From an optimization exercise on the open Yosys and OpenROAD flow, aimed at small area, a short achievable clock period and few clock cycles per item; shortcuts taken in it are not production practice. Function was checked by simulation only, so behaviour that the tests miss may differ from the original. No activity file was given, so power comes from the tool's default toggle rates.

==> flow/design.v, too long to show whole: its modules and the start of the top module <==
// module operand_store: 46 lines
// module block_scheduler: 71 lines
// module tile_mac: 748 lines
// module result_store: 56 lines
// module block_matmul_top: 177 lines
module block_matmul_top (
    input  logic                clk_i,
    input  logic                rstn_i,
    input  logic                start_i,
    input  logic                north_wr_en_i,
    input  mesh_pkg::data_t     north_wr_data_i,
    input  logic                north_wr_reset_i,
    input  logic                west_wr_en_i,
    input  mesh_pkg::data_t     west_wr_data_i,
    input  logic                west_wr_reset_i,
    input  mesh_pkg::mem_addr_t result_addr_i,
    output logic                north_empty_o,
    output logic                west_empty_o,
    output logic                alloc_done_o,
    output logic                mult_done_o,
    output mesh_pkg::data_t     result_data_o
);
  // ...
==> flow/flow/run.sh <==
#!/bin/bash
set -o pipefail
export SETUP_SLACK_MARGIN=6.9
bash standard.sh MATCH_CELL_FOOTPRINT=0 "BUFFER_PORTS_ARGS=-buffer_cell sky130_fd_sc_hd__buf_4" finish > standard.log 2>&1
==> flow/standard.sh <==
#!/bin/bash
# synth_recipe.tcl (not shown) runs the flow's synth.tcl, then flattens the netlist and writes it again
# the make line also repeats each setting of config.mk as NAME=value (left out here)
make -C /OpenROAD-flow-scripts/flow DESIGN_CONFIG=/design/flow/config.mk WORK_HOME=/design/flow/orfs CLKGATE_MAP_FILE= SYNTH_SCRIPT=/design/flow/synth_recipe.tcl "${@:-finish}"
==> flow/config.mk <==
export PLATFORM = sky130hd
export DESIGN_NAME = block_matmul_top
export DESIGN_NICKNAME = block_matmul_top
export VERILOG_FILES = /design/flow/design.v
export SDC_FILE = /design/flow/constraint.sdc
export NUM_CORES = 4
export LEC_CHECK = 0
export CAP_MARGIN = 20
export CORE_MARGIN = 2
export CORE_UTILIZATION = 50
export SLEW_MARGIN = 20
==> flow/constraint.sdc <==
create_clock -name core_clock -period 11.0 [get_ports {clk_i}]
set_input_delay 2.2000 -clock core_clock [delete_from_list [all_inputs] [get_ports {clk_i}]]
set_output_delay 2.2000 -clock core_clock [all_outputs]
set_load 0.01 [all_outputs]
==> reports/summary.txt, run 1 <==
Crit path max-delay family - adder cells
Setup TNS - 0 ns
Sequential power - 13.9 mW
Count leader, synth - edfxtp_1
Comb pwr - 32.2 mW
Vias in the first global route - 101600
Status - no timing/DRC/antenna violations
Inverters, non-clock - 1531
Area occupied by multi-input gates - 0.06612 mm^2
RSZ-0062 raised after global routing - true
Commonest non-fill, non-tap cell in the layout - edfxtp_1
Buffering overhead - 0.03198
WP buf/inv - 1
Largest area contributor in the netlist - edfxtp_1
Critical Path Source Type - register
Routed len/inst - 32.38 um
Top cells by area, synth - edfxtp_1 (40%), fa_1 (12%), dfxtp_1 (10%)
Clkbuf count - 438
CP startpoint - two_n_q[1]
H-tree depth - 5
GRT met1 Usage - 0.4204
Crit path DAT - 5.01 ns
Hold_sp - last1_q
TritonCTS buffer count - 310
Layout sequential cell count - 2876
Met2 routed WL - 231500 um
Dpl cells - 15100
Routed Antenna Nets - 0
Met3 WL - 52040 um
Reg2reg start - two_n_q[1]
Multi-input gates - 6390
Fmax - 239.2 MHz
I/O Buffers - 110
Final Util - 0.5661
MaxCap Viol Count - 0
NumNets Final - 12830
Clock-cell share - 0.06119
Testbench counts, summed over its fixed seeds: cycles 1,536, items 64.
==> module result_store, before the edit <==
module result_store (
    input  logic             clk_i,
    input  logic             valid_i,
    input  logic [1:0]       row_i,
    input  logic [1:0]       next_row_i,
    input  logic             next_init_i,
    output logic [3:0][31:0] accin_o,
    input  logic [3:0][2:0][31:0] r_i,
    input  logic             copy_i,
    input  logic             copy_pipe_i,
    input  logic [3:0]       rd_addr_i,
    output logic [31:0]      rd_data_o
);
    logic [3:0][3:0][31:0] acc_q;
    logic [15:0][31:0]     res_q;
    logic [3:0][31:0]      sum;
    logic [3:0][31:0]      accin_q;
    function automatic logic [31:0] maj(input logic [31:0] x, input logic [31:0] y,
                                        input logic [31:0] z);
        maj = (x & y) | (x & z) | (y & z);
    endfunction
    always_comb begin
        for (int j = 0; j < 4; j++) begin
            logic [31:0] x0, x1;
            x0 = r_i[j][0] ^ r_i[j][1] ^ r_i[j][2];
            x1 = maj(r_i[j][0], r_i[j][1], r_i[j][2]) << 1;
            sum[j] = x0 + x1;
        end
    end
    always_ff @(posedge clk_i) begin
        for (int j = 0; j < 4; j++) begin
            if (next_init_i) begin
                accin_q[j] <= '0;
            end else if (valid_i && row_i == next_row_i) begin
                accin_q[j] <= sum[j];
            end else begin
                accin_q[j] <= acc_q[next_row_i][j];
            end
        end
    end
    assign accin_o = accin_q;
    always_ff @(posedge clk_i) begin
        if (valid_i) begin
            acc_q[row_i] <= sum;
        end
        if (copy_i) begin
            for (int n = 0; n < 12; n++) begin
                res_q[n] <= acc_q[n / 4][n % 4];
            end
            for (int j = 0; j < 4; j++) begin
                res_q[12 + j] <= copy_pipe_i ? sum[j] : acc_q[3][j];
            end
        end
        rd_data_o <= res_q[rd_addr_i];
    end
endmodule
==> module block_matmul_top, before the edit <==
module block_matmul_top (
    input  logic                clk_i,
    input  logic                rstn_i,
    input  logic                start_i,
    input  logic                north_wr_en_i,
    input  mesh_pkg::data_t     north_wr_data_i,
    input  logic                north_wr_reset_i,
    input  logic                west_wr_en_i,
    input  mesh_pkg::data_t     west_wr_data_i,
    input  logic                west_wr_reset_i,
    input  mesh_pkg::mem_addr_t result_addr_i,
    output logic                north_empty_o,
    output logic                west_empty_o,
    output logic                alloc_done_o,
    output logic                mult_done_o,
    output mesh_pkg::data_t     result_data_o
);
    logic [15:0][31:0] a_mem, b_mem;
    logic [4:0]        a_fill, b_fill;
    logic              a_full, b_full;
    logic              a_wr, b_wr;
    logic              restart;
    logic              issue, last, seq_done;
    logic [1:0]        gi, gk;
    logic              start_ok;
    logic              pending_q, complete_q;
    logic [15:0]       one_q, two_q, neg_q;
    logic [15:0]       one_n_q, two_n_q, neg_n_q;
    logic [3:0][31:0]  b_q;
    logic              v1_q, last1_q, fresh1_q;
    logic [3:0][31:0]  accin;
    logic [1:0]        row1_q;
    logic [3:0][2:0][31:0] r_d, r_q;
    logic              v2_q, last2_q, fresh2_q;
    logic [1:0]        row2_q;
    logic              copy, copy_pipe;
    operand_store west_store (
        .clk_i      (clk_i),
        .rstn_i     (rstn_i),
        .wr_en_i    (west_wr_en_i),
        .wr_data_i  (west_wr_data_i),
        .wr_reset_i (west_wr_reset_i),
        .mem_o      (a_mem),
        .fill_o     (a_fill),
        .wr_accept_o(a_wr),
        .empty_o    (west_empty_o),
        .full_o     (a_full)
    );
    operand_store north_store (
        .clk_i      (clk_i),
        .rstn_i     (rstn_i),
        .wr_en_i    (north_wr_en_i),
        .wr_data_i  (north_wr_data_i),
        .wr_reset_i (north_wr_reset_i),
        .mem_o      (b_mem),
        .fill_o     (b_fill),
        .wr_accept_o(b_wr),
        .empty_o    (north_empty_o),
        .full_o     (b_full)
    );
    assign restart = west_wr_reset_i || north_wr_reset_i;
    block_scheduler u_sched (
        .clk_i      (clk_i),
        .rstn_i     (rstn_i),
        .fill_a_i   (a_fill),
        .wr_a_i     (a_wr),
        .fill_b_i   (b_fill),
        .wr_b_i     (b_wr),
        .restart_i  (restart),
        .issue_o    (issue),
        .i_o        (gi),
        .k_o        (gk),
        .last_o     (last),
        .seq_done_o (seq_done)
    );
    always_ff @(posedge clk_i) begin
        logic [31:0] a;
        if (a_wr && a_fill == {1'b0, gi, gk}) begin
            a = west_wr_data_i;
        end else begin
            a = a_mem[{gi, gk}];
        end
        for (int m = 0; m < 16; m++) begin
            logic a2, a1, a0;
            a2 = a[2 * m + 1];
            a1 = a[2 * m];
            a0 = (m == 0) ? 1'b0 : a[2 * m - 1];
            one_q[m] <= a1 ^ a0;
            two_q[m] <= (a2 & !a1 & !a0) | (!a2 & a1 & a0);
            neg_q[m] <= a2;
            one_n_q[m] <= !(a1 ^ a0);
            two_n_q[m] <= !((a2 & !a1 & !a0) | (!a2 & a1 & a0));
            neg_n_q[m] <= !a2;
        end
        for (int j = 0; j < 3; j++) begin
            b_q[j] <= b_mem[{gk, 2'(j)}];
        end
        if (b_wr && b_fill == {1'b0, gk, 2'b11}) begin
            b_q[3] <= north_wr_data_i;
        end else begin
            b_q[3] <= b_mem[{gk, 2'b11}];
        end
        last1_q <= last;
        row1_q  <= gi;
    end
    for (genvar j = 0; j < 4; j++) begin : g_mul
        tile_mac u_mac (
            .one_i (j < 2 ? one_q : ~one_n_q),
            .two_i (j < 2 ? two_q : ~two_n_q),
            .neg_i (j < 2 ? neg_q : ~neg_n_q),
            .b_i   (b_q[j]),
            .acc_i (accin[j]),
            .r_o   (r_d[j])
        );
    end
    always_ff @(posedge clk_i) begin
        r_q     <= r_d;
        last2_q <= last1_q;
        row2_q  <= row1_q;
    end
    always_ff @(posedge clk_i or negedge rstn_i) begin
        if (!rstn_i) begin
            v1_q     <= 1'b0;
            fresh1_q <= 1'b0;
            v2_q     <= 1'b0;
            fresh2_q <= 1'b0;
        end else begin
            v1_q     <= issue;
            fresh1_q <= issue;
            v2_q     <= v1_q;
            fresh2_q <= fresh1_q && !restart;
        end
    end
    assign copy_pipe = pending_q && v2_q && last2_q;
    assign copy      = copy_pipe || (pending_q && complete_q);
    result_store u_result (
        .clk_i       (clk_i),
        .valid_i     (v2_q),
        .row_i       (row2_q),
        .next_row_i  (gi),
        .next_init_i (gk == 2'd0),
        .accin_o     (accin),
        .r_i         (r_q),
        .copy_i      (copy),
        .copy_pipe_i (copy_pipe),
        .rd_addr_i   (result_addr_i),
        .rd_data_o   (result_data_o)
    );
    assign start_ok = start_i && a_full && b_full && !pending_q;
    always_ff @(posedge clk_i or negedge rstn_i) begin
        if (!rstn_i) begin
            complete_q   <= 1'b0;
            pending_q    <= 1'b0;
            alloc_done_o <= 1'b0;
            mult_done_o  <= 1'b0;
        end else begin
            if (restart) begin
                complete_q <= 1'b0;
            end else if (v2_q && last2_q && fresh2_q) begin
                complete_q <= 1'b1;
            end
            if (start_ok) begin
                pending_q    <= 1'b1;
                alloc_done_o <= 1'b0;
                mult_done_o  <= 1'b0;
            end else begin
                if (pending_q && seq_done) begin
                    alloc_done_o <= 1'b1;
                end
                if (copy) begin
                    pending_q   <= 1'b0;
                    mult_done_o <= 1'b1;
                end
            end
        end
    end
endmodule
==> run 2, diff against run 1 <==
--- a/flow/design.v
+++ b/flow/design.v
@@ -130,19 +130,20 @@
 endmodule
 `timescale 1ns/1ps
 module tile_mac (
     input  logic [15:0]           one_i,
     input  logic [15:0]           two_i,
     input  logic [15:0]           neg_i,
     input  logic [31:0]           b_i,
     input  logic [31:0]           acc_i,
-    output logic [2:0][31:0] r_o
+    output logic [2:0][31:0] r_o,
+    output logic [5:0]       top_o
 );
-    logic w0, w1, w2, w3, w4, w5, w6, w7, w8, w9, w10, w11, w12, w13, w14, w15, w16, w17, w18, w19, w20, w21, w22, w23, w24, w25, w26, w27, w28, w29, w30, w31, w32, w33, w34, w35, w36, w37, w38, w39, w40, w41, w42, w43, w44, w45, w46, w47, w48, w49, w50, w51, w52, w53, w54, w55, w56, w57, w58, w59, w60, w61, w62, w63, w64, w65, w66, w67, w68, w69, w70, w71, w72, w73, w74, w75, w76, w77, w78, w79, w80, w81, w82, w83, w84, w85, w86, w87, w88, w89, w90, w91, w92, w93, w94, w95, w96, w97, w98, w99, w100, w101, w102, w103, w104, w105, w106, w107, w108, w109, w110, w111, w112, w113, w114, w115, w116, w117, w118, w119, w120, w121, w122, w123, w124, w125, w126, w127, w128, w129, w130, w131, w132, w133, w134, w135, w136, w137, w138, w139, w140, w141, w142, w143, w144, w145, w146, w147, w148, w149, w150, w151, w152, w153, w154, w155, w156, w157, w158, w159, w160, w161, w162, w163, w164, w165, w166, w167, w168, w169, w170, w171, w172, w173, w174, w175, w176, w177, w178, w179, w180, w181, w182, w183, w184, w185, w186, w187, w188, w189, w190, w191, w192, w193, w194, w195, w196, w197, w198, w199, w200, w201, w202, w203, w204, w205, w206, w207, w208, w209, w210, w211, w212, w213, w214, w215, w216, w217, w218, w219, w220, w221, w222, w223, w224, w225, w226, w227, w228, w229, w230, w231, w232, w233, w234, w235, w236, w237, w238, w239, w240, w241, w242, w243, w244, w245, w246, w247, w248, w249, w250, w251, w252, w253, w254, w255, w256, w257, w258, w259, w260, w261, w262, w263, w264, w265, w266, w267, w268, w269, w270, w271, w272, w273, w274, w275, w276, w277, w278, w279, w280, w281, w282, w283, w284, w285, w286, w287, w288, w289, w290, w291, w292, w293, w294, w295, w296, w297, w298, w299, w300, w301, w302, w303, w304, w305, w306, w307, w308, w309, w310, w311, w312, w313, w314, w315, w316, w317, w318, w319, w320, w321, w322, w323, w324, w325, w326, w327, w328, w329, w330, w331, w332, w333, w334, w335, w336, w337, w338, w339, w340, w341, w342, w343, w344, w345, w346, w347, w348, w349, w350, w351, w352, w353, w354, w355, w356, w357, w358, w359, w360, w361, w362, w363, w364, w365, w366, w367, w368, w369, w370, w371, w372, w373, w374, w375, w376, w377, w378, w379, w380, w381, w382, w383, w384, w385, w386, w387, w388, w389, w390, w391, w392, w393, w394, w395, w396, w397, w398, w399, w400, w401, w402, w403, w404, w405, w406, w407, w408, w409, w410, w411, w412, w413, w414, w415, w416, w417, w418, w419, w420, w421, w422, w423, w424, w425, w426, w427, w428, w429, w430, w431, w432, w433, w434, w435, w436, w437, w438, w439, w440, w441, w442, w443, w444, w445, w446, w447, w448, w449, w450, w451, w452, w453, w454, w455, w456, w457, w458, w459, w460, w461, w462, w463, w464, w465, w466, w467, w468, w469, w470, w471, w472, w473, w474, w475, w476, w477, w478, w479, w480, w481, w482, w483, w484, w485, w486, w487, w488, w489, w490, w491, w492, w493, w494, w495, w496, w497, w498, w499, w500, w501, w502, w503, w504, w505, w506, w507, w508, w509, w510, w511, w512, w513, w514, w515, w516, w517, w518, w519, w520, w521, w522, w523, w524, w525, w526, w527, w528, w529, w530, w531, w532, w533, w534, w535, w536, w537, w538, w539, w540, w541, w542, w543, w544, w545, w546, w547, w548, w549, w550, w551, w552, w553, w554, w555, w556, w557, w558, w559, w560, w561, w562, w563, w564, w565, w566, w567, w568, w569, w570, w571, w572, w573, w574, w575, w576, w577, w578, w579, w580, w581, w582, w583, w584, w585, w586, w587, w588, w589, w590, w591, w592, w593, w594, w595, w596, w597, w598, w599, w600, w601, w602, w603, w604, w605, w606, w607, w608, w609, w610, w611, w612, w613, w614, w615, w616, w617, w618, w619, w620, w621, w622, w623, w624, w625, w626, w627, w628, w629, w630, w631, w632, w633, w634, w635, w636, w637, w638, w639, w640, w641, w642, w643, w644, w645, w646, w647, w648, w649, w650, w651, w652, w653, w654, w655, w656, w657, w658, w659, w660, w661, w662, w663, w664, w665, w666, w667, w668, w669, w670, w671, w672, w673, w674, w675, w676, w677, w678, w679, w680, w681, w682, w683, w684, w685, w686, w687, w688, w689, w690, w691, w692, w693, w694, w695, w696, w697, w698, w699, w700, w701, w702, w703, w704, w705, w706, w707, w708, w709, w710, w711, w712, w713, w714, w715, w716, w717, w718, w719, w720, w721, w722, w723, w724, w725, w726, w727, w728, w729, w730, w731, w732, w733, w734;
+    logic w0, w1, w2, w3, w4, w5, w6, w7, w8, w9, w10, w11, w12, w13, w14, w15, w16, w17, w18, w19, w20, w21, w22, w23, w24, w25, w26, w27, w28, w29, w30, w31, w32, w33, w34, w35, w36, w37, w38, w39, w40, w41, w42, w43, w44, w45, w46, w47, w48, w49, w50, w51, w52, w53, w54, w55, w56, w57, w58, w59, w60, w61, w62, w63, w64, w65, w66, w67, w68, w69, w70, w71, w72, w73, w74, w75, w76, w77, w78, w79, w80, w81, w82, w83, w84, w85, w86, w87, w88, w89, w90, w91, w92, w93, w94, w95, w96, w97, w98, w99, w100, w101, w102, w103, w104, w105, w106, w107, w108, w109, w110, w111, w112, w113, w114, w115, w116, w117, w118, w119, w120, w121, w122, w123, w124, w125, w126, w127, w128, w129, w130, w131, w132, w133, w134, w135, w136, w137, w138, w139, w140, w141, w142, w143, w144, w145, w146, w147, w148, w149, w150, w151, w152, w153, w154, w155, w156, w157, w158, w159, w160, w161, w162, w163, w164, w165, w166, w167, w168, w169, w170, w171, w172, w173, w174, w175, w176, w177, w178, w179, w180, w181, w182, w183, w184, w185, w186, w187, w188, w189, w190, w191, w192, w193, w194, w195, w196, w197, w198, w199, w200, w201, w202, w203, w204, w205, w206, w207, w208, w209, w210, w211, w212, w213, w214, w215, w216, w217, w218, w219, w220, w221, w222, w223, w224, w225, w226, w227, w228, w229, w230, w231, w232, w233, w234, w235, w236, w237, w238, w239, w240, w241, w242, w243, w244, w245, w246, w247, w248, w249, w250, w251, w252, w253, w254, w255, w256, w257, w258, w259, w260, w261, w262, w263, w264, w265, w266, w267, w268, w269, w270, w271, w272, w273, w274, w275, w276, w277, w278, w279, w280, w281, w282, w283, w284, w285, w286, w287, w288, w289, w290, w291, w292, w293, w294, w295, w296, w297, w298, w299, w300, w301, w302, w303, w304, w305, w306, w307, w308, w309, w310, w311, w312, w313, w314, w315, w316, w317, w318, w319, w320, w321, w322, w323, w324, w325, w326, w327, w328, w329, w330, w331, w332, w333, w334, w335, w336, w337, w338, w339, w340, w341, w342, w343, w344, w345, w346, w347, w348, w349, w350, w351, w352, w353, w354, w355, w356, w357, w358, w359, w360, w361, w362, w363, w364, w365, w366, w367, w368, w369, w370, w371, w372, w373, w374, w375, w376, w377, w378, w379, w380, w381, w382, w383, w384, w385, w386, w387, w388, w389, w390, w391, w392, w393, w394, w395, w396, w397, w398, w399, w400, w401, w402, w403, w404, w405, w406, w407, w408, w409, w410, w411, w412, w413, w414, w415, w416, w417, w418, w419, w420, w421, w422, w423, w424, w425, w426, w427, w428, w429, w430, w431, w432, w433, w434, w435, w436, w437, w438, w439, w440, w441, w442, w443, w444, w445, w446, w447, w448, w449, w450, w451, w452, w453, w454, w455, w456, w457, w458, w459, w460, w461, w462, w463, w464, w465, w466, w467, w468, w469, w470, w471, w472, w473, w474, w475, w476, w477, w478, w479, w480, w481, w482, w483, w484, w485, w486, w487, w488, w489, w490, w491, w492, w493, w494, w495, w496, w497, w498, w499, w500, w501, w502, w503, w504, w505, w506, w507, w508, w509, w510, w511, w512, w513, w514, w515, w516, w517, w518, w519, w520, w521, w522, w523, w524, w525, w526, w527, w528, w529, w530, w531, w532, w533, w534, w535, w536, w537, w538, w539, w540, w541, w542, w543, w544, w545, w546, w547, w548, w549, w550, w551, w552, w553, w554, w555, w556, w557, w558, w559, w560, w561, w562, w563, w564, w565, w566, w567, w568, w569, w570, w571, w572, w573, w574, w575, w576, w577, w578, w579, w580, w581, w582, w583, w584, w585, w586, w587, w588, w589, w590, w591, w592, w593, w594, w595, w596, w597, w598, w599, w600, w601, w602, w603, w604, w605, w606, w607, w608, w609, w610, w611, w612, w613, w614, w615, w616, w617, w618, w619, w620, w621, w622, w623, w624, w625, w626, w627, w628, w629, w630, w631, w632, w633, w634, w635, w636, w637, w638, w639, w640, w641, w642, w643, w644, w645, w646, w647, w648, w649, w650, w651, w652, w653, w654, w655, w656, w657, w658, w659, w660, w661, w662, w663, w664, w665, w666, w667, w668, w669, w670, w671, w672, w673, w674, w675, w676, w677, w678, w679, w680, w681, w682, w683, w684, w685, w686, w687, w688, w689, w690, w691, w692, w693, w694, w695, w696, w697, w698, w699, w700, w701, w702, w703, w704, w705, w706, w707, w708, w709, w710, w711, w712, w713, w714, w715, w716, w717, w718, w719, w720, w721, w722, w723, w724, w725, w726, w727, w728, w729, w730, w731;
     assign w0 = ((one_i[0] & b_i[0]) ^ neg_i[0]);
     assign w1 = (((one_i[0] & b_i[1]) | (two_i[0] & b_i[0])) ^ neg_i[0]);
     assign w2 = (((one_i[0] & b_i[2]) | (two_i[0] & b_i[1])) ^ neg_i[0]);
     assign w3 = (((one_i[0] & b_i[3]) | (two_i[0] & b_i[2])) ^ neg_i[0]);
     assign w4 = (((one_i[0] & b_i[4]) | (two_i[0] & b_i[3])) ^ neg_i[0]);
     assign w5 = (((one_i[0] & b_i[5]) | (two_i[0] & b_i[4])) ^ neg_i[0]);
     assign w6 = (((one_i[0] & b_i[6]) | (two_i[0] & b_i[5])) ^ neg_i[0]);
     assign w7 = (((one_i[0] & b_i[7]) | (two_i[0] & b_i[6])) ^ neg_i[0]);
@@ -859,55 +860,54 @@
     assign w718 = (w652 & w655) | (w652 & w654) | (w655 & w654);
     assign w719 = w656 ^ w658 ^ w659;
     assign w720 = (w656 & w658) | (w656 & w659) | (w658 & w659);
     assign w721 = acc_i[31] ^ w31 ^ w61;
     assign w722 = w89 ^ w115 ^ w139;
     assign w723 = w161 ^ w181 ^ w199;
     assign w724 = w215 ^ w229 ^ w241;
     assign w725 = w251 ^ w259 ^ w265;
-    assign w726 = w269 ^ w272 ^ w721;
-    assign w727 = w722 ^ w723 ^ w724;
-    assign w728 = w725 ^ w726 ^ w727;
-    assign w729 = w426 ^ w314 ^ w316;
-    assign w730 = w318 ^ w320 ^ w428;
-    assign w731 = w554 ^ w430 ^ w432;
-    assign w732 = w729 ^ w730 ^ w728;
-    assign w733 = w556 ^ w558 ^ w731;
-    assign w734 = w660 ^ w662 ^ w732;
-    assign r_o[0] = {w733, w718, w716, w714, w712, w710, w708, w706, w704, w702, w700, w698, w696, w694, w692, w690, w688, w686, w684, w682, w680, w678, w676, w674, w672, w670, w668, w666, w664, w663, acc_i[1], neg_i[0]};
-    assign r_o[1] = {w720, w719, w717, w715, w713, w711, w709, w707, w705, w703, w701, w699, w697, w695, w693, w691, w689, w687, w685, w683, w681, w679, w677, w675, w673, w671, w669, w667, w665, w2, w1, acc_i[0]};
-    assign r_o[2] = {w734, w661, w657, w653, w649, w645, w641, w637, w633, w629, w625, w621, w617, w613, w609, w605, w601, w597, w593, w589, w585, w581, w577, w573, w567, w563, w561, w62, w33, w32, 1'b0, w0};
+    assign w726 = w269 ^ w272 ^ w426;
+    assign w727 = w314 ^ w316 ^ w318;
+    assign w728 = w320 ^ w721 ^ w722;
+    assign w729 = w723 ^ w724 ^ w725;
+    assign w730 = w428 ^ w726 ^ w727;
+    assign w731 = w728 ^ w729 ^ w730;
+    assign r_o[0] = {w731, w718, w716, w714, w712, w710, w708, w706, w704, w702, w700, w698, w696, w694, w692, w690, w688, w686, w684, w682, w680, w678, w676, w674, w672, w670, w668, w666, w664, w663, acc_i[1], neg_i[0]};
+    assign r_o[1] = {w554, w719, w717, w715, w713, w711, w709, w707, w705, w703, w701, w699, w697, w695, w693, w691, w689, w687, w685, w683, w681, w679, w677, w675, w673, w671, w669, w667, w665, w2, w1, acc_i[0]};
+    assign r_o[2] = {w430, w661, w657, w653, w649, w645, w641, w637, w633, w629, w625, w621, w617, w613, w609, w605, w601, w597, w593, w589, w585, w581, w577, w573, w567, w563, w561, w62, w33, w32, 1'b0, w0};
+    assign top_o = {w720, w662, w660, w558, w556, w432};
 endmodule
 `timescale 1ns/1ps
 module result_store (
     input  logic             clk_i,
     input  logic             valid_i,
     input  logic [1:0]       row_i,
     input  logic [1:0]       next_row_i,
     input  logic             next_init_i,
     output logic [3:0][31:0] accin_o,
     input  logic [3:0][2:0][31:0] r_i,
+    input  logic [3:0][5:0]  top_i,
     input  logic             copy_i,
     input  logic             copy_pipe_i,
     input  logic [3:0]       rd_addr_i,
     output logic [31:0]      rd_data_o
 );
     logic [3:0][3:0][31:0] acc_q;
     logic [15:0][31:0]     res_q;
     logic [3:0][31:0]      sum;
     logic [3:0][31:0]      accin_q;
     function automatic logic [31:0] maj(input logic [31:0] x, input logic [31:0] y,
                                         input logic [31:0] z);
         maj = (x & y) | (x & z) | (y & z);
     endfunction
     always_comb begin
         for (int j = 0; j < 4; j++) begin
             logic [31:0] x0, x1;
-            x0 = r_i[j][0] ^ r_i[j][1] ^ r_i[j][2];
+            x0 = r_i[j][0] ^ r_i[j][1] ^ r_i[j][2] ^ {^top_i[j], 31'd0};
             x1 = maj(r_i[j][0], r_i[j][1], r_i[j][2]) << 1;
             sum[j] = x0 + x1;
         end
     end
     always_ff @(posedge clk_i) begin
         for (int j = 0; j < 4; j++) begin
             if (next_init_i) begin
                 accin_q[j] <= '0;
@@ -963,16 +963,17 @@
     logic              pending_q, complete_q;
     logic [15:0]       one_q, two_q, neg_q;
     logic [15:0]       one_n_q, two_n_q, neg_n_q;
     logic [3:0][31:0]  b_q;
     logic              v1_q, last1_q, fresh1_q;
     logic [3:0][31:0]  accin;
     logic [1:0]        row1_q;
     logic [3:0][2:0][31:0] r_d, r_q;
+    logic [3:0][5:0]       t_d, t_q;
     logic              v2_q, last2_q, fresh2_q;
     logic [1:0]        row2_q;
     logic              copy, copy_pipe;
     operand_store west_store (
         .clk_i      (clk_i),
         .rstn_i     (rstn_i),
         .wr_en_i    (west_wr_en_i),
         .wr_data_i  (west_wr_data_i),
@@ -1042,21 +1043,23 @@
     end
     for (genvar j = 0; j < 4; j++) begin : g_mul
         tile_mac u_mac (
             .one_i (j < 2 ? one_q : ~one_n_q),
             .two_i (j < 2 ? two_q : ~two_n_q),
             .neg_i (j < 2 ? neg_q : ~neg_n_q),
             .b_i   (b_q[j]),
             .acc_i (accin[j]),
-            .r_o   (r_d[j])
+            .r_o   (r_d[j]),
+            .top_o (t_d[j])
         );
     end
     always_ff @(posedge clk_i) begin
         r_q     <= r_d;
+        t_q     <= t_d;
         last2_q <= last1_q;
         row2_q  <= row1_q;
     end
     always_ff @(posedge clk_i or negedge rstn_i) begin
         if (!rstn_i) begin
             v1_q     <= 1'b0;
             fresh1_q <= 1'b0;
             v2_q     <= 1'b0;
@@ -1073,16 +1076,17 @@
     result_store u_result (
         .clk_i       (clk_i),
         .valid_i     (v2_q),
         .row_i       (row2_q),
         .next_row_i  (gi),
         .next_init_i (gk == 2'd0),
         .accin_o     (accin),
         .r_i         (r_q),
+        .top_i       (t_q),
         .copy_i      (copy),
         .copy_pipe_i (copy_pipe),
         .rd_addr_i   (result_addr_i),
         .rd_data_o   (result_data_o)
     );
     assign start_ok = start_i && a_full && b_full && !pending_q;
     always_ff @(posedge clk_i or negedge rstn_i) begin
         if (!rstn_i) begin
==> flow/config.mk (replaced) <==
export PLATFORM = sky130hd
export DESIGN_NAME = block_matmul_top
export DESIGN_NICKNAME = block_matmul_top
export VERILOG_FILES = /design/flow/design.v
export SDC_FILE = /design/flow/constraint.sdc
export NUM_CORES = 4
export LEC_CHECK = 0
export CAP_MARGIN = 20
export CORE_MARGIN = 2
export CORE_UTILIZATION = 50
export CTS_CLUSTER_SIZE = 30
export SLEW_MARGIN = 20
==> run 2 against run 1 <==
  * Design area decreased by 1.1%
  * Global-route usage decreased by 1.3 points
  * Clock skew rose by 0.0083 ns
  * Utilization down 0.97 points
  * Sequential cell count increased by 24
  * Count of clock-buffer cells in the layout decreased by 9
  * First-iteration DRC count decreased by 3.6%
  * Cell count rose by 0.47%
  * Critical path depth decreased by 7
  * Register-to-register slack improved by 0.05 ns
  * Critical path type unchanged
  * Critical endpoint is now u_result.accin_q[80]
  * Largest power group unchanged
==> reports/summary.txt, run 2 <==
Status - no timing/DRC/antenna violations (unchanged)
Worst-skew pair later-pin latency - 0.96 ns (was 0.92 ns)
Worst-path cell chain - buf_6 > nand3_4 > buf_12 > buf_4 > o21a_1 > nor2_1 (was buf_12 > o22ai_1 > xnor2_2 > fa_1 > fa_1 > fa_1 > fa_1 > xnor2_2 > xnor2_2 > xnor2_1 > xnor2_1 > xnor2_1 > xnor2_1)
Critical Path Source Type - register (unchanged)
Cell variety after synth - 91 (was 88)
Synth top area share - 0.4013 (was 0.4031)
Post-route cell area - 0.1699 mm^2 (was 0.1717 mm^2)
Max Used Layer - met5 (unchanged)
Iteration-0 DRC count of the detailed router - 12400 (was 12860)
Initial Util - 0.5020 (was 0.5031)
CP max FO - 131 (was 15)
Register area share after synthesis - 0.5146 (was 0.5137)
Logic gate share of total power - 0.554 (was 0.566)
Cells after Synth - 11730 (was 11670)
Final hold viol count - 0 (unchanged)
Post-place setup slack - 5.448 ns (was 5.376 ns)
Drt pass-1 iters - 6 (was 8)
Worst hold stages - 0 (unchanged)
Die area - 0.3110 mm^2 (was 0.3096 mm^2)
R2R Setup Slk - 6.87 ns (was 6.82 ns)
Met3 WL - 45390 um (was 52040 um)
Grt ovf - 0 (unchanged)
R2R Path End - u_result.accin_q[80] (was r_q[383])
Switching share of total power - 0.4442 (was 0.4484)
P_leak - 62.58 nW (was 63.54 nW)
CTS tree - done (unchanged)
Synth Cell Area - 0.1533 mm^2 (was 0.1526 mm^2)
Final Util - 0.5564 (was 0.5661)
WS Path Type - register to register (unchanged)
Residual DRC - 0 (unchanged)
Mean Syn Cell Area - 13.07 um^2 (about the same)
Net count after synthesis - 12970 (was 12910)
Hold Buf Count CTS - 0 (unchanged)
MaxCap Viol Count - 0 (unchanged)
Final Worst Setup Slack - 6.874 ns (was 6.820 ns)
Wire length on met1 - 183700 um (was 190400 um)
Die Wd - 557.6 um (was 556.4 um)
WHS Endpoint - r_q[289] (was last2_q)
Met2 routed WL - 223500 um (was 231500 um)
Clock power frac - 0.190 (about the same)
Routed Antenna Nets - 0 (unchanged)
Seq cells post-synth - 2900 (was 2876)
Max-slew violation count - 0 (unchanged)
Commonest non-fill, non-tap cell in the layout - edfxtp_1 (unchanged)
Vias in the first global route - 101900 (was 101600)
Crit path DAT - 4.87 ns (was 5.01 ns)
Non-filler instance count after layout - 15930 (was 15850)
Slowest cell on the critical path - dfrtp_4 (was fa_1)
Via count - 98960 (was 100500)
CP startpoint - v2_q (was two_n_q[1])
Core area - 0.3053 mm^2 (was 0.3033 mm^2)
Worst-Margin Slew - 1.254 ns (was 1.206 ns)
First-pass GRT wire length - 703700 um (was 724800 um)
Type of the worst min-delay path - register to register (unchanged)
Largest net degree at the start of global routing - 158 (was 192)
Worst Setup End Kind - register (unchanged)
Final GP Congestion - 0.9240 (was 0.9467)
Hold_sp - u_result.accin_q[97] (was last1_q)
Largest area contributor in the netlist - edfxtp_1 (unchanged)
Dpl cells - 15260 (was 15100)
Final Total Pwr - 55.48 mW (was 56.88 mW)
I/O Buffers - 110 (unchanged)
Layout cells sized above 1 - 0.1433 (was 0.1596)
Part of the power in registers - 0.256 (was 0.244)
Ys flop type - edfxtp_1 (unchanged)
Count leader, synth - edfxtp_1 (unchanged)
Required time worst endpoint - 11.74 ns (was 11.83 ns)
Root Driver - clkbuf_16 (unchanged)
Top cells by area, synth - edfxtp_1 (40%), fa_1 (12%), dfxtp_1 (10%) (unchanged)
Pwr per Cell Area - 326.6 mW/mm^2 (was 331.3 mW/mm^2)
Commonest cells in the netlist - edfxtp_1 (2048), inv_1 (1525), xnor2_1 (1010), o22ai_1 (990), fa_1 (908) (was edfxtp_1 (2048), inv_1 (1496), xnor2_1 (1022), o22ai_1 (1010), fa_1 (908))
TritonCTS buffer count - 315 (was 310)
Vias/cell - 6.214 (was 6.339)
Synth warnings - 4 (unchanged)
Internal power - 30.84 mW (was 31.38 mW)
Count of final setup violators - 0 (unchanged)
Routed wire length - 486900 um (was 513200 um)
Max clock buf depth - 4 (unchanged)
Post-synth EDFFs - 2048 (unchanged)
Routed len/inst - 30.57 um (was 32.38 um)
CTS sink count - 2900 (was 2876)
Commonest non-fill, non-tap cells in the layout - edfxtp_1 (2048), inv_1 (1507), xnor2_1 (995) (was edfxtp_1 (2048), inv_1 (1472), o22ai_1 (1002))
Filler cells - 25030 (was 24310)
Psw - 24.64 mW (was 25.51 mW)
Initial antenna violation count - 14 (was 22)
Area grow syn2layout - 10.83% (was 12.51%)
Setup TNS - 0 ns (unchanged)
CP max stage delay - 0.64 ns (was 0.59 ns)
Asr flop ratio synth - 0.02069 (was 0.02086)
Worst R2R Path Depth - 6 (was 13)
Clock Pin Slew Worst Setup and Hold Paths - 0.06 ns (about the same)
VDD IR max - 0.4448 mV (was 0.4681 mV)
WHS - 0.3144 ns (was 0.3262 ns)
Die H - 557.6 um (was 556.4 um)
RSZ-0062 raised after global routing - true (unchanged)
Placed wire-length estimate after detailed placement - 310800 um (was 317400 um)
Reg2reg start - v2_q (was two_n_q[1])
NumNets Final - 12790 (was 12830)
Period utilization - 0.3751 (was 0.3800)
Fmax - 242.4 MHz (was 239.2 MHz)
H-tree depth - 5 (unchanged)
GRT Total Usage - 0.3112 (was 0.3244)
Fin crit period - 4.126 ns (was 4.180 ns)
IO Pins - 111 (unchanged)
Skew final - 0.07406 ns (was 0.06574 ns)
Slew margin rel. - 0.1641 (was 0.1959)
Post-Place Cell Area - 0.1577 mm^2 (was 0.1571 mm^2)
Site Rows - 203 (was 202)
## run 2: final cells by class
cell class | instances | area, um^2 | share of cell area
inverter | 1556 | 5933 | 0.03493
tap | 4100 | 5130 | 0.03020
sequential | 2900 | 78990 | 0.4651
antenna | 5 | 12.51 | 0.00007366
clock inverter | 152 | 1644 | 0.009679
clock buffer | 429 | 8651 | 0.05093
multi-input combinational | 6387 | 65710 | 0.3868
timing repair inverter | 2 | 15.01 | 0.00008840
timing repair buffer | 394 | 3770 | 0.02219
## run 2: power by group through the flow
stage          registers, mW  clock network [mW]  logic [mW]
2_1_floorplan           14.1                   0        19.4
3_5_place_dp            14.4                   0        29.1
4_1_cts                 14.2                10.7        29.9
5_1_grt                 14.3                11.1        33.6
6_report                14.2                10.6        30.7
3_3_place_gp            14.4                   0        28.5
## run 2: per-layer routing
layer / vias up / GRT usage
met4: 16 / 0.1896
li1: 41150 / -
met5: - / 0.001081
met3: 1147 / 0.06478
met2: 5434 / 0.4826
met1: 51210 / 0.4033
## run 2: worst max-delay path: cells and delay by family, from the launching register on
family / cells / cell delay (ns)
buffers and inverters: 3 / 1.50
and+or+nand+nor: 2 / 1.01
DFF: 1 / 0.64
AOI/OAI and AO/OA: 1 / 0.32
## run 2: cell families (layout without fill, tap and decap cells)
| family | Yosys count | count (layout) | synth area share |
|---|---|---|---|
| XOR/XNOR | 1313 | 1313 | 0.07513 |
| AND/OR/NAND/NOR | 1025 | 1028 | 0.02908 |
| buffers and inverters | 2443 | 2533 | 0.06049 |
| other | 0 | 5 | 0 |
| multiplexers | 627 | 627 | 0.08618 |
| AO/OA/AOI/OAI | 2256 | 2256 | 0.09512 |
| flip-flops | 2900 | 2900 | 0.5146 |
| adder cells (fa/ha/maj) | 1163 | 1163 | 0.1394 |
## run 2: worst max path at each step
stage               depth (start not counted)                     end
floorplan                                   2       u_result.res_q[0]
global placement                            5  u_result.rd_data_o[26]
detailed placement                          5  u_result.rd_data_o[24]
CTS                                        10                r_q[254]
global route                               11                r_q[254]
finish                                      6    u_result.accin_q[80]
## run 2: repair_timing
| item | CTS | global route |
|---|---|---|
| resized for setup | 105 | 139 |
| hold endpoints to repair | 0 | 0 |
| gates cloned | 3 | 4 |
| endpoints found under the setup margin | 356 | 440 |
| setup buffers | 18 | 55 |
| pin swaps | 6 | 8 |
Testbench counts of run 2, summed over its fixed seeds: cycles 1,536, items 64.
==> run 3, diff against run 2 <==
==> flow/flow/run.sh (replaced) <==
#!/bin/bash
set -o pipefail
export SETUP_SLACK_MARGIN=7.2
bash standard.sh MATCH_CELL_FOOTPRINT=0 "BUFFER_PORTS_ARGS=-buffer_cell sky130_fd_sc_hd__buf_4" finish > standard.log 2>&1
--- a/flow/config.mk
+++ b/flow/config.mk
@@ -7,6 +7,5 @@
 export LEC_CHECK = 0
 export CAP_MARGIN = 20
 export CORE_MARGIN = 2
-export CORE_UTILIZATION = 50
-export CTS_CLUSTER_SIZE = 30
+export CORE_UTILIZATION = 55
 export SLEW_MARGIN = 20
==> run 3 against run 2 <==
  * Still clean on timing, DRC and antenna
  * Area after synthesis is the same
  * Sequential cell count is the same
  * Via count grew 2.5%
  * Non-clock buffer count grew 193
  * Global-route usage grew 4.8 points
  * Largest cell class unchanged
  * Highest routed layer unchanged
==> reports/summary.txt, run 3 <==
Required time worst endpoint - 11.64 ns (was 11.74 ns)
Slowest cell on the critical path - fa_1 (was dfrtp_4)
Largest net degree at the start of global routing - 174 (was 158)
IO Pins - 111 (unchanged)
CP max stage delay - 0.53 ns (was 0.64 ns)
NumNets Final - 12980 (was 12790)
Hold_sp - last1_q (was u_result.accin_q[97])
Initial Util - 0.5538 (was 0.5020)
Residual DRC - 0 (unchanged)
Placed wire-length estimate after detailed placement - 320300 um (was 310800 um)
Period utilization - 0.3515 (was 0.3751)
Post-synth EDFFs - 2048 (unchanged)
Type of the worst min-delay path - register to register (unchanged)
CTS tree - done (unchanged)
Asr flop ratio synth - 0.02069 (unchanged)
Site Rows - 193 (was 203)
Filler cells - 21120 (was 25030)
Die Wd - 531.9 um (was 557.6 um)
Commonest cells in the netlist - edfxtp_1 (2048), inv_1 (1525), xnor2_1 (1010), o22ai_1 (990), fa_1 (908) (unchanged)
Fmax - 258.7 MHz (was 242.4 MHz)
H-tree depth - 5 (unchanged)
Layout cells sized above 1 - 0.1724 (was 0.1433)
Mux contribution to synthesized area - 0.08618 (unchanged)
I/O Buffers - 110 (unchanged)
R2R Path End - u_result.acc_q[447] (was u_result.accin_q[80])
Iteration-0 DRC count of the detailed router - 14020 (was 12400)
Largest family of logic cells by synthesized area - adder cells (unchanged)
Initial antenna violation count - 24 (was 14)
Seq cells post-synth - 2900 (unchanged)
Crit path max-delay family - compound AO/OA/AOI/OAI gates (was buffers and inverters)
Setup TNS - 0 ns (unchanged)
Synth warnings - 4 (unchanged)
Drt pass-1 iters - 7 (was 6)
MaxCap Viol Count - 0 (unchanged)
Commonest non-fill, non-tap cell in the layout - edfxtp_1 (unchanged)
Via count - 101400 (was 98960)
Cells after Synth - 11730 (unchanged)
Synth Area in Simple Gates - 0.02908 (unchanged)
TritonCTS buffer count - 313 (was 315)
Worst R2R Path Depth - 11 (was 6)
Synth top area share - 0.4013 (unchanged)
Worst-skew pair later-pin latency - 0.95 ns (was 0.96 ns)
Net count after synthesis - 12970 (unchanged)
Crit path DAT - 4.51 ns (was 4.87 ns)
WHS Endpoint - last2_q (was r_q[289])
R2R Setup Slk - 7.13 ns (was 6.87 ns)
Count leader, synth - edfxtp_1 (unchanged)
Slew margin rel. - 0.2127 (was 0.1641)
Vias/cell - 6.448 (was 6.214)
WP buf/inv - 0 (was 3)
Final Total Pwr - 59.89 mW (was 55.48 mW)
Root Driver - clkbuf_16 (unchanged)
Max clock buf depth - 4 (unchanged)
Routed wire length - 517000 um (was 486900 um)
Grt ovf - 0 (unchanged)
Ys flop type - edfxtp_1 (unchanged)
Worst-Margin Slew - 1.181 ns (was 1.254 ns)
Core area - 0.2767 mm^2 (was 0.3053 mm^2)
Die area - 0.2829 mm^2 (was 0.3110 mm^2)
Critical Path Source Type - register (unchanged)
Die H - 531.9 um (was 557.6 um)
VDD IR max - 0.6113 mV (was 0.4448 mV)
Final Worst Setup Slack - 7.134 ns (was 6.874 ns)
Top cells by area, synth - edfxtp_1 (40%), fa_1 (12%), dfxtp_1 (10%) (unchanged)
Routed len/inst - 32.86 um (was 30.57 um)
RSZ-0062 raised after global routing - true (unchanged)
Hold Buf Count CTS - 0 (unchanged)
Commonest non-fill, non-tap cells in the layout - edfxtp_1 (2048), inv_1 (1484), xnor2_1 (985) (was edfxtp_1 (2048), inv_1 (1507), xnor2_1 (995))
Vias in the first global route - 102200 (was 101900)
Final Util - 0.6262 (was 0.5564)
First-pass GRT wire length - 732900 um (was 703700 um)
Clock Pin Slew Worst Setup and Hold Paths - 0.07 ns (was 0.06 ns)
Status - no timing/DRC/antenna violations (unchanged)
Max-slew violation count - 0 (unchanged)
Routed Antenna Nets - 0 (unchanged)
Largest area contributor in the netlist - edfxtp_1 (unchanged)
Count of final setup violators - 0 (unchanged)
Adder-cell share of the synthesized area - 0.1394 (unchanged)
Skew final - 0.06193 ns (was 0.07406 ns)
Cell variety after synth - 91 (unchanged)
Mean Syn Cell Area - 13.07 um^2 (unchanged)
Fin crit period - 3.866 ns (was 4.126 ns)
Final hold viol count - 0 (unchanged)
CP max FO - 6 (was 131)
Worst-path cell chain - fa_1 > fa_2 > a21o_1 > a311o_1 > and4_4 > o31ai_4 > a21oi_2 > o22a_1 > or4_4 > nand3_4 > o22ai_2 (was buf_6 > nand3_4 > buf_12 > buf_4 > o21a_1 > nor2_1)
P_leak - 64.20 nW (was 62.58 nW)
Post-place setup slack - 5.686 ns (was 5.448 ns)
CTS sink count - 2900 (unchanged)
Area grow syn2layout - 13.08% (was 10.83%)
Pwr per Cell Area - 345.6 mW/mm^2 (was 326.6 mW/mm^2)
Worst Setup End Kind - register (unchanged)
Post-Synth XOR/XNOR Area - 0.07513 (unchanged)
Register area share after synthesis - 0.5146 (unchanged)
Worst hold stages - 0 (unchanged)
GRT Total Usage - 0.3587 (was 0.3112)
Compound-Gate Fraction of Synth Area - 0.09512 (unchanged)
Reg2reg start - r_q[162] (was v2_q)
Final GP Congestion - 0.9279 (was 0.9240)
WS Path Type - register to register (unchanged)
Synth Cell Area - 0.1533 mm^2 (unchanged)
## run 3: changes by cell type in the layout (fill, tap and decap cells not counted), moves of 12 or more
cell       delta
buf_4       +121
dfxtp_1      -49
clkbuf_16    +38
dfxtp_4      +30
buf_12       +23
inv_1        -23
dfxtp_2      +19
buf_16       +18
diode_2      +18
a21oi_1      -13
o22ai_1      -12
## run 3: how the worst max path moves through the flow
stage	cells past startpoint	end	slack, ns	from
4_1_cts	11	u_result.accin_q[120]	7.16	r_q[304]
6_report	11	u_result.acc_q[447]	7.13	r_q[162]
2_1_floorplan	2	u_result.res_q[0]	-1.71	v2_q
3_5_place_dp	10	two_q[3]	5.69	west_wr_en_i
3_3_place_gp	10	two_q[4]	5.72	west_wr_en_i
5_1_grt	12	r_q[350]	7.06	b_q[120]
## run 3: per-layer routing
layer | GRT usage | wire length [um] | up-vias
li1 | - | - | 41540
met1 | 0.4675 | 188600 | 51660
met2 | 0.5503 | 233700 | 6705
met3 | 0.08337 | 56710 | 1529
met4 | 0.2155 | 37990 | 12
met5 | 0 | 85 | -
## run 3: final cells by class
class / instances / area [um^2] / share of cell area
Timing Repair inverter: 3 / 22.52 / 0.0001300
Timing Repair Buffer: 587 / 6429 / 0.03710
Tap cell: 3705 / 4636 / 0.02675
Clock buffer: 435 / 8828 / 0.05094
Antenna cell: 23 / 57.56 / 0.0003321
Sequential cell: 2900 / 79130 / 0.4566
Clock inverter: 139 / 1699 / 0.009805
Multi-Input combinational cell: 6384 / 66470 / 0.3836
Inverter: 1556 / 6022 / 0.03475
## run 3: power by group
group / switching (mW) / internal, mW / total, mW
Sequential: 0.703 / 13.5 / 14.2
Clock: 4.50 / 6.32 / 10.8
Combinational: 21.9 / 13.0 / 34.9
Total: 27.1 / 32.8 / 59.9
## run 3: what timing repair did
action	CTS	global route
gates resized for setup	384	203
hold endpoints to repair	0	0
endpoints found under the setup margin	1382	854
buffers inserted	127	101
cloned	29	13
pin swaps	18	55
## run 3: cell families (layout without fill, tap and decap cells)
| family | Yosys count | in the layout |
|---|---|---|
| adders and majority gates | 1163 | 1163 |
| AOI/OAI and AO/OA | 2256 | 2256 |
| DFF | 2900 | 2900 |
| muxes | 627 | 627 |
| and+or+nand+nor | 1025 | 1025 |
| xor gates and xnor gates | 1313 | 1313 |
| other | 0 | 23 |
| buffers and inverters | 2443 | 2720 |
## run 3: per-stage QoR
step	hold WS [ns]	cells	area (um^2)
after global placement	0.3107	14870	157300
final	0.3198	15730	173300
after global routing	0.3296	15730	173300
after detailed placement	0.3121	14870	157400
after CTS	0.3224	15600	171300
after floorplan	0.3096	11730	153300
==> run 4, diff against run 3 <==
--- a/flow/config.mk
+++ b/flow/config.mk
@@ -7,5 +7,5 @@
 export LEC_CHECK = 0
 export CAP_MARGIN = 20
 export CORE_MARGIN = 2
-export CORE_UTILIZATION = 55
+export CORE_UTILIZATION = 62
 export SLEW_MARGIN = 20
==> run 4 against run 3 <==
  * Die area fell by 11%
  * Count of clock-buffer cells in the layout fell by 4
  * Setup slack got worse by 0.0070 ns
  * Critical path depth fell by 10
  * Clock skew rose by 0.062 ns
  * Routed wire length barely moved
  * First-iteration DRC count rose by 6.8%
  * Area after synthesis did not move
  * Clock power barely moved
  * Register-to-register slack improved by 0.05 ns
==> reports/summary.txt, run 4 <==
Residual DRC - 0 (unchanged)
Crit path max-delay family - flip-flops (was compound AO/OA/AOI/OAI gates)
Required time worst endpoint - 8.80 ns (was 11.64 ns)
Cell variety after synth - 91 (unchanged)
Worst hold stages - 0 (unchanged)
Hold Buf Count CTS - 0 (unchanged)
Commonest cells in the netlist - edfxtp_1 (2048), inv_1 (1525), xnor2_1 (1010), o22ai_1 (990), fa_1 (908) (unchanged)
I/O Buffers - 110 (unchanged)
CTS sink count - 2900 (unchanged)
CP max FO - 2 (was 6)
Synth Cell Area - 0.1533 mm^2 (unchanged)
Vias/cell - 6.726 (was 6.448)
First-pass GRT wire length - 729400 um (was 732900 um)
Reg area - 0.07914 mm^2 (was 0.07913 mm^2)
Commonest non-fill, non-tap cell in the layout - edfxtp_1 (unchanged)
Largest family of logic cells by synthesized area - adder cells (unchanged)
Site Rows - 182 (was 193)
Type of the worst min-delay path - register to register (unchanged)
Grt ovf - 0 (unchanged)
Routed wire length - 517100 um (was 517000 um)
CTS tree - done (unchanged)
Fmax - 258.2 MHz (was 258.7 MHz)
Post-place setup slack - 5.834 ns (was 5.686 ns)
Routed len/inst - 33.93 um (was 32.86 um)
Setup TNS - 0 ns (unchanged)
Max clock buf depth - 4 (unchanged)
Switching share of total power - 0.4489 (was 0.4519)
Compound-Gate Fraction of Synth Area - 0.09512 (unchanged)
Count of final setup violators - 0 (unchanged)
Die Wd - 501.2 um (was 531.9 um)
Status - no timing/DRC/antenna violations (unchanged)
Core area - 0.2459 mm^2 (was 0.2767 mm^2)
WS Path Type - register to output pin (was register to register)
Worst-skew pair later-pin latency - 1.03 ns (was 0.95 ns)
Net count after synthesis - 12970 (unchanged)
Seq cells post-synth - 2900 (unchanged)
Top cells by area, synth - edfxtp_1 (40%), fa_1 (12%), dfxtp_1 (10%) (unchanged)
P_leak - 63.99 nW (was 64.20 nW)
Slew margin rel. - 0.1641 (was 0.2127)
Max-slew violation count - 0 (unchanged)
Critical Path Source Type - register (unchanged)
Placed wire-length estimate after detailed placement - 314100 um (was 320300 um)
Worst-path cell chain - buf_6 (was fa_1 > fa_2 > a21o_1 > a311o_1 > and4_4 > o31ai_4 > a21oi_2 > o22a_1 > or4_4 > nand3_4 > o22ai_2)
WHS - 0.3252 ns (was 0.3198 ns)
Clock Pin Slew Worst Setup and Hold Paths - 0.06 ns (was 0.07 ns)
Largest net degree at the start of global routing - 178 (was 174)
Part of the power in registers - 0.241 (was 0.237)
Post-synth EDFFs - 2048 (unchanged)
Via count - 102500 (was 101400)
Post-Synth XOR/XNOR Area - 0.07513 (unchanged)
NumNets Final - 12980 (about the same)
H-tree depth - 5 (unchanged)
Area occupied by multi-input gates - 0.06638 mm^2 (was 0.06647 mm^2)
Final Worst Setup Slack - 7.127 ns (was 7.134 ns)
Synth Area in Simple Gates - 0.02908 (unchanged)
Final Total Pwr - 59.11 mW (was 59.89 mW)
Mux contribution to synthesized area - 0.08618 (unchanged)
Worst-Margin Slew - 1.254 ns (was 1.181 ns)
MaxCap Viol Count - 0 (unchanged)
Worst R2R Path Depth - 8 (was 11)
Iteration-0 DRC count of the detailed router - 14970 (was 14020)
Internal power - 32.58 mW (was 32.82 mW)
Logic gate share of total power - 0.579 (was 0.583)
VDD IR max - 0.5271 mV (was 0.6113 mV)
Final GP Congestion - 0.9347 (was 0.9279)
Adder-cell share of the synthesized area - 0.1394 (unchanged)
TritonCTS buffer count - 322 (was 313)
Period utilization - 0.3521 (was 0.3515)
IO Pins - 111 (unchanged)
CP max stage delay - 0.54 ns (was 0.53 ns)
Psw - 26.53 mW (was 27.06 mW)
Initial antenna violation count - 21 (was 24)
Final hold viol count - 0 (unchanged)
Crit path DAT - 1.67 ns (was 4.51 ns)
Drt pass-1 iters - 9 (was 7)
Filler cells - 16970 (was 21120)
WP buf/inv - 1 (was 0)
Cells after Synth - 11730 (unchanged)
Register area share after synthesis - 0.5146 (unchanged)
Area grow syn2layout - 12.32% (was 13.08%)
RSZ-0062 raised after global routing - true (unchanged)
Slowest cell on the critical path - dfstp_2 (was fa_1)
Clock power frac - 0.180 (was 0.181)
Worst Setup End Kind - output pin (was register)
Count leader, synth - edfxtp_1 (unchanged)
Crit path depth - 1 (was 11)
Mean Syn Cell Area - 13.07 um^2 (unchanged)
Fin crit period - 3.873 ns (was 3.866 ns)
Ys flop type - edfxtp_1 (unchanged)
Vias in the first global route - 103200 (was 102200)
Largest area contributor in the netlist - edfxtp_1 (unchanged)
GRT Total Usage - 0.4064 (was 0.3587)
Commonest non-fill, non-tap cells in the layout - edfxtp_1 (2048), inv_1 (1494), xnor2_1 (982) (was edfxtp_1 (2048), inv_1 (1484), xnor2_1 (985))
Routed Antenna Nets - 0 (unchanged)
Synth warnings - 4 (unchanged)
Root Driver - clkbuf_16 (unchanged)
Initial Util - 0.6232 (was 0.5538)
Die H - 501.2 um (was 531.9 um)
Die area - 0.2512 mm^2 (was 0.2829 mm^2)
Pwr per Cell Area - 343.4 mW/mm^2 (was 345.6 mW/mm^2)
Synth top area share - 0.4013 (unchanged)
Layout cells sized above 1 - 0.1711 (was 0.1724)
Asr flop ratio synth - 0.02069 (unchanged)
Skew final - 0.1235 ns (was 0.06193 ns)
## run 4: changes by cell type in the layout (fill, tap and decap cells not counted), sizes merged, moves of 3 or more
| cell | delta |
|---|---|
| buf | -12 |
| clkbuf | -9 |
| clkinvlp | +9 |
| diode | +7 |
| bufinv | -3 |
| clkinv | -3 |
## run 4: final timing paths
kind | from | endpoint | slack [ns]
setup reg to reg | b_q[70] | r_q[252] | 7.18
hold / removal | row1_q[0] | row2_q[0] | 0.33
hold reg to reg | row1_q[0] | row2_q[0] | 0.33
max in group asynchronous | rstn_i | u_sched.k_q[1] | 9.11
setup / recovery | north_store.empty_q | north_empty_o | 7.13
min in group asynchronous | rstn_i | north_store.wr_sel_q[1] | 1.22
## run 4: power by group through the flow
stage	Combinational, mW	Clock [mW]	Sequential, mW
4_1_cts	32.5	10.7	14.2
2_1_floorplan	19.4	0	14.1
5_1_grt	36.7	11.1	14.3
3_5_place_dp	30.1	0	14.5
3_3_place_gp	29.4	0	14.5
6_report	34.2	10.7	14.2
## run 4: kinds of logic (layout without fill, tap and decap cells)
logic type                 count (synthesis)  in the layout
DFF                                     2900           2900
buffers and inverters                   2443           2702
AOI/OAI and AO/OA                       2256           2256
xor gates and xnor gates                1313           1313
adders and majority gates               1163           1163
and+or+nand+nor                         1025           1026
muxes                                    627            627
other                                      0             30
## run 4: repair_timing
| item | in CTS | in global routing |
|---|---|---|
| buffers inserted | 113 | 107 |
| resized for setup | 371 | 216 |
| cloned | 23 | 15 |
| setup endpoints to repair | 1139 | 1274 |
| pin swaps | 22 | 44 |
## run 4: layer usage
layer,part of all wire,track usage,vias to the layer above
met5,0.00056,0.007718,-
met4,0.083,0.2651,12
met3,0.12,0.1095,1689
met2,0.44,0.6072,7263
met1,0.35,0.5267,52000
li1,-,-,41520
## run 4: area by class of cell
type | instances | area share
Sequential cell | 2900 | 0.4597
Inverter | 1556 | 0.03506
Antenna cell | 30 | 0.0004361
Timing Repair Buffer | 570 | 0.03571
Tap cell | 3220 | 0.02340
Clock inverter | 141 | 0.008271
Timing Repair inverter | 4 | 0.0001744
Clock buffer | 431 | 0.05157
Multi-Input combinational cell | 6385 | 0.3856
## run 4: through the flow
step	utilization	instance area (um^2)	instances
6_report	0.6999	172100	15240
3_5_place_dp	0.6371	156700	14380
2_1_floorplan	-	153300	11730
5_1_grt	0.6998	172100	15230
3_3_place_gp	0.6368	156600	14370
4_1_cts	0.6912	170000	15080
==> run 5, diff against run 4 <==
--- a/flow/config.mk
+++ b/flow/config.mk
@@ -8,4 +8,6 @@
 export CAP_MARGIN = 20
 export CORE_MARGIN = 2
 export CORE_UTILIZATION = 62
+export CTS_CLUSTER_DIAMETER = 100
+export CTS_CLUSTER_SIZE = 20
 export SLEW_MARGIN = 20
==> run 5 against run 4 <==
  * Critical endpoint is now u_result.acc_q[63]
  * Fmax rose by 0.42%
  * Critical path type is now register to register
  * Highest routed layer unchanged
  * Non-clock buffer count rose by 25
  * Setup slack gained 0.016 ns
  * Sequential power about the same
  * Count of clock-buffer cells in the layout down 147
==> reports/summary.txt, run 5 <==
WS Path Type - register to register (was register to output pin)
M2 GR Usage - 0.6030 (was 0.6072)
Fmax - 259.3 MHz (was 258.2 MHz)
Asr flop ratio synth - 0.02069 (unchanged)
Skew final - 0.07410 ns (was 0.1235 ns)
Worst-skew pair later-pin latency - 0.91 ns (was 1.03 ns)
Vias in the first global route - 101400 (was 103200)
Worst-Margin Slew - 1.219 ns (was 1.254 ns)
Commonest non-fill, non-tap cells in the layout - edfxtp_1 (2048), inv_1 (1492), xnor2_1 (979) (was edfxtp_1 (2048), inv_1 (1494), xnor2_1 (982))
Pwr per Cell Area - 329.6 mW/mm^2 (was 343.4 mW/mm^2)
Largest net degree at the start of global routing - 178 (unchanged)
Count of final setup violators - 0 (unchanged)
Status - no timing/DRC/antenna violations (unchanged)
Busiest metal layer after global routing - met2 (unchanged)
Max-slew violation count - 0 (unchanged)
Largest area contributor in the netlist - edfxtp_1 (unchanged)
Synth top area share - 0.4013 (unchanged)
Mean Syn Cell Area - 13.07 um^2 (unchanged)
Hold Buf Count CTS - 0 (unchanged)
Commonest non-fill, non-tap cell in the layout - edfxtp_1 (unchanged)
Fin crit period - 3.857 ns (was 3.873 ns)
R2R Setup Slk - 7.14 ns (was 7.18 ns)
Crit path DAT - 4.47 ns (was 1.67 ns)
Initial Util - 0.6232 (unchanged)
RSZ-0062 raised after global routing - true (unchanged)
VDD IR max - 0.4962 mV (was 0.5271 mV)
Via count - 101300 (was 102500)
Root Driver - clkbuf_16 (unchanged)
Final Util - 0.6807 (was 0.6999)
GR met3 Demand/Resource - 0.1042 (was 0.1095)
Type of the worst min-delay path - register to register (unchanged)
I/O Buffers - 110 (unchanged)
Seq cells post-synth - 2900 (unchanged)
Cells after Synth - 11730 (unchanged)
Worst R2R Path Depth - 14 (was 8)
Placed wire-length estimate after detailed placement - 314100 um (unchanged)
Die area - 0.2512 mm^2 (unchanged)
Area grow syn2layout - 9.236% (was 12.32%)
Slowest cell on the critical path - or4_4 (was dfstp_2)
Die Wd - 501.2 um (unchanged)
Grt ovf - 0 (unchanged)
Routed len/inst - 34.02 um (was 33.93 um)
Worst Setup End Kind - register (was output pin)
Ys flop type - edfxtp_1 (unchanged)
Non-filler instance count after layout - 15000 (was 15240)
Commonest cells in the netlist - edfxtp_1 (2048), inv_1 (1525), xnor2_1 (1010), o22ai_1 (990), fa_1 (908) (unchanged)
Post-synth EDFFs - 2048 (unchanged)
CTS tree - done (unchanged)
IO Pins - 111 (unchanged)
P_leak - 61.57 nW (was 63.99 nW)
Iteration-0 DRC count of the detailed router - 15010 (was 14970)
MaxCap Viol Count - 0 (unchanged)
CP max stage delay - 0.44 ns (was 0.54 ns)
Worst hold stages - 0 (unchanged)
Routed wire length - 510400 um (was 517100 um)
Initial antenna violation count - 21 (unchanged)
Required time worst endpoint - 11.61 ns (was 8.80 ns)
Top cells by area, synth - edfxtp_1 (40%), fa_1 (12%), dfxtp_1 (10%) (unchanged)
Drt pass-1 iters - 8 (was 9)
Critical Path Source Type - register (unchanged)
CTS sink count - 2900 (unchanged)
GRT met1 Usage - 0.5283 (was 0.5267)
Cell variety after synth - 91 (unchanged)
First-pass GRT wire length - 722000 um (was 729400 um)
Site Rows - 182 (unchanged)
H-tree depth - 4 (was 5)
Slew margin rel. - 0.1870 (was 0.1641)
Worst-path cell chain - inv_2 > fa_2 > inv_1 > ha_2 > fa_2 > a21o_1 > a311o_1 > and4_4 > o31ai_4 > a21oi_2 > o22a_2 > or4_4 > nand3_4 > o22ai_2 (was buf_6)
Most used cell, CP - fa_2
Routed Antenna Nets - 0 (unchanged)
Register area share after synthesis - 0.5146 (unchanged)
Layout cells sized above 1 - 0.1552 (was 0.1711)
Clock Pin Slew Worst Setup and Hold Paths - 0.09 ns (was 0.06 ns)
NumNets Final - 12850 (was 12980)
GRT Total Usage - 0.4027 (was 0.4064)
Die H - 501.2 um (unchanged)
Count leader, synth - edfxtp_1 (unchanged)
Period utilization - 0.3506 (was 0.3521)
Core area - 0.2459 mm^2 (unchanged)
Synth warnings - 4 (unchanged)
CP max FO - 6 (was 2)
Vias/cell - 6.749 (was 6.726)
WHS - 0.3333 ns (was 0.3252 ns)
Final hold viol count - 0 (unchanged)
Dpl cells - 14380 (unchanged)
Net count after synthesis - 12970 (unchanged)
TritonCTS buffer count - 169 (was 322)
Final GP Congestion - 0.9347 (unchanged)
Synth Cell Area - 0.1533 mm^2 (unchanged)
Residual DRC - 0 (unchanged)
Max clock buf depth - 3 (was 4)
[run 5: cells by family (layout without fill, tap and decap cells)]
group	count (synthesis)	count (layout)	share of synthesized area
flip-flops	2900	2900	0.5146
buffers and inverters	2443	2470	0.06049
AO/OA/AOI/OAI	2256	2256	0.09512
XOR/XNOR	1313	1313	0.07513
adder cells (fa/ha/maj)	1163	1163	0.1394
AND/OR/NAND/NOR	1025	1026	0.02908
multiplexers	627	627	0.08618
other	0	29	0
[run 5: final cells by class]
class,instances,area [um^2]
Clock inverter,30,598.1
Sequential cell,2900,79140
Antenna cell,29,72.57
Inverter,1556,6046
Clock buffer,284,4692
Timing Repair inverter,5,37.54
Timing Repair Buffer,595,6367
Fill cell,17520,78530
Tap cell,3220,4029
Multi-Input combinational cell,6385,66430
[run 5: timing repair]
item	4_1_cts	5_1_grt
pin swaps	25	51
endpoints found under the setup margin	1297	1391
cloned	26	12
setup buffers	118	128
endpoints found under the hold margin	0	0
resized for setup	378	206
[run 5: path summary, 6_finish.rpt]
kind	startpoint	end
worst max-delay path	r_q[96]	u_result.acc_q[63]
worst min-delay path	row1_q[0]	row2_q[0]
worst max register to register	r_q[96]	u_result.acc_q[63]
worst min register to register	row1_q[0]	row2_q[0]
max in group asynchronous	rstn_i	u_sched.k_q[1]
min in group asynchronous	rstn_i	north_store.wr_sel_q[1]
[run 5: metal layers]
layer	part of all wire	up-vias
met1	0.36	51620
met4	0.081	14
li1	-	41100
met3	0.12	1598
met2	0.44	6922
met5	0.00063	-
[run 5: critical path, delay by kind of cell (launching register included)]
kind                       cells  cell delay [ns]
buffers and inverters          2             0.14
and+or+nand+nor                3             0.86
adders and majority gates      3             0.80
DFF                            1             0.32
AOI/OAI and AO/OA              6             1.44
[run 5: stage by stage]
step,total power [mW],instance area (um^2),worst slack [ns],setup TNS (ns)
2_1_floorplan,33.43,153300,-1.706,-873.61
3_3_place_gp,43.83,156600,5.941,0
3_5_place_dp,44.61,156700,5.834,0
4_1_cts,53.59,165200,7.113,0
5_1_grt,58.14,167400,7.116,0
6_report,55.19,167400,7.143,0
[run 5: where the power goes]
part | total, mW | internal (mW) | switching, mW
clock network | 6.82 | 3.05 | 3.77
logic | 34.2 | 12.8 | 21.3
registers | 14.2 | 13.5 | 0.761

-- afterwards: timing with drivers on the ports --
No port has a modelled driver above. Below, the same layouts with a new extraction and two added sets of constraints.
Step 1: set_driving_cell puts a clkbuf_16 on clk_i and a buf_2 on each other input, an assumption about the parent block.
Step 2 moves the port delays by t, midway between the first and last clock arrival at a register: inputs arrive t later, outputs are due t later. That takes back most of the time a late clock gives input paths.
a / b / c = no drivers / after step 1 / after step 2; a / b = the first two.
| run | t, ns | setup WS [ns] | pins driven straight from the clock port |
|---|---|---|---|
| run 1 | 1.006 | 6.820 / 6.820 / 6.084 | 1 |
| run 2 | 1.021 | 6.874 / 6.874 / 6.152 | 1 |
| run 3 | 1.026 | 7.134 / 7.134 / 6.423 | 1 |
| run 4 | 1.056 | 7.127 / 7.041 / 6.343 | 1 |
| run 5 | 0.973 | 7.143 / 7.143 / 6.424 | 1 |
After both steps every run listed still meets setup and hold. The setup slack of run 4, which loses most, moves by -0.086 ns with the drivers and by -0.784 ns with both steps.
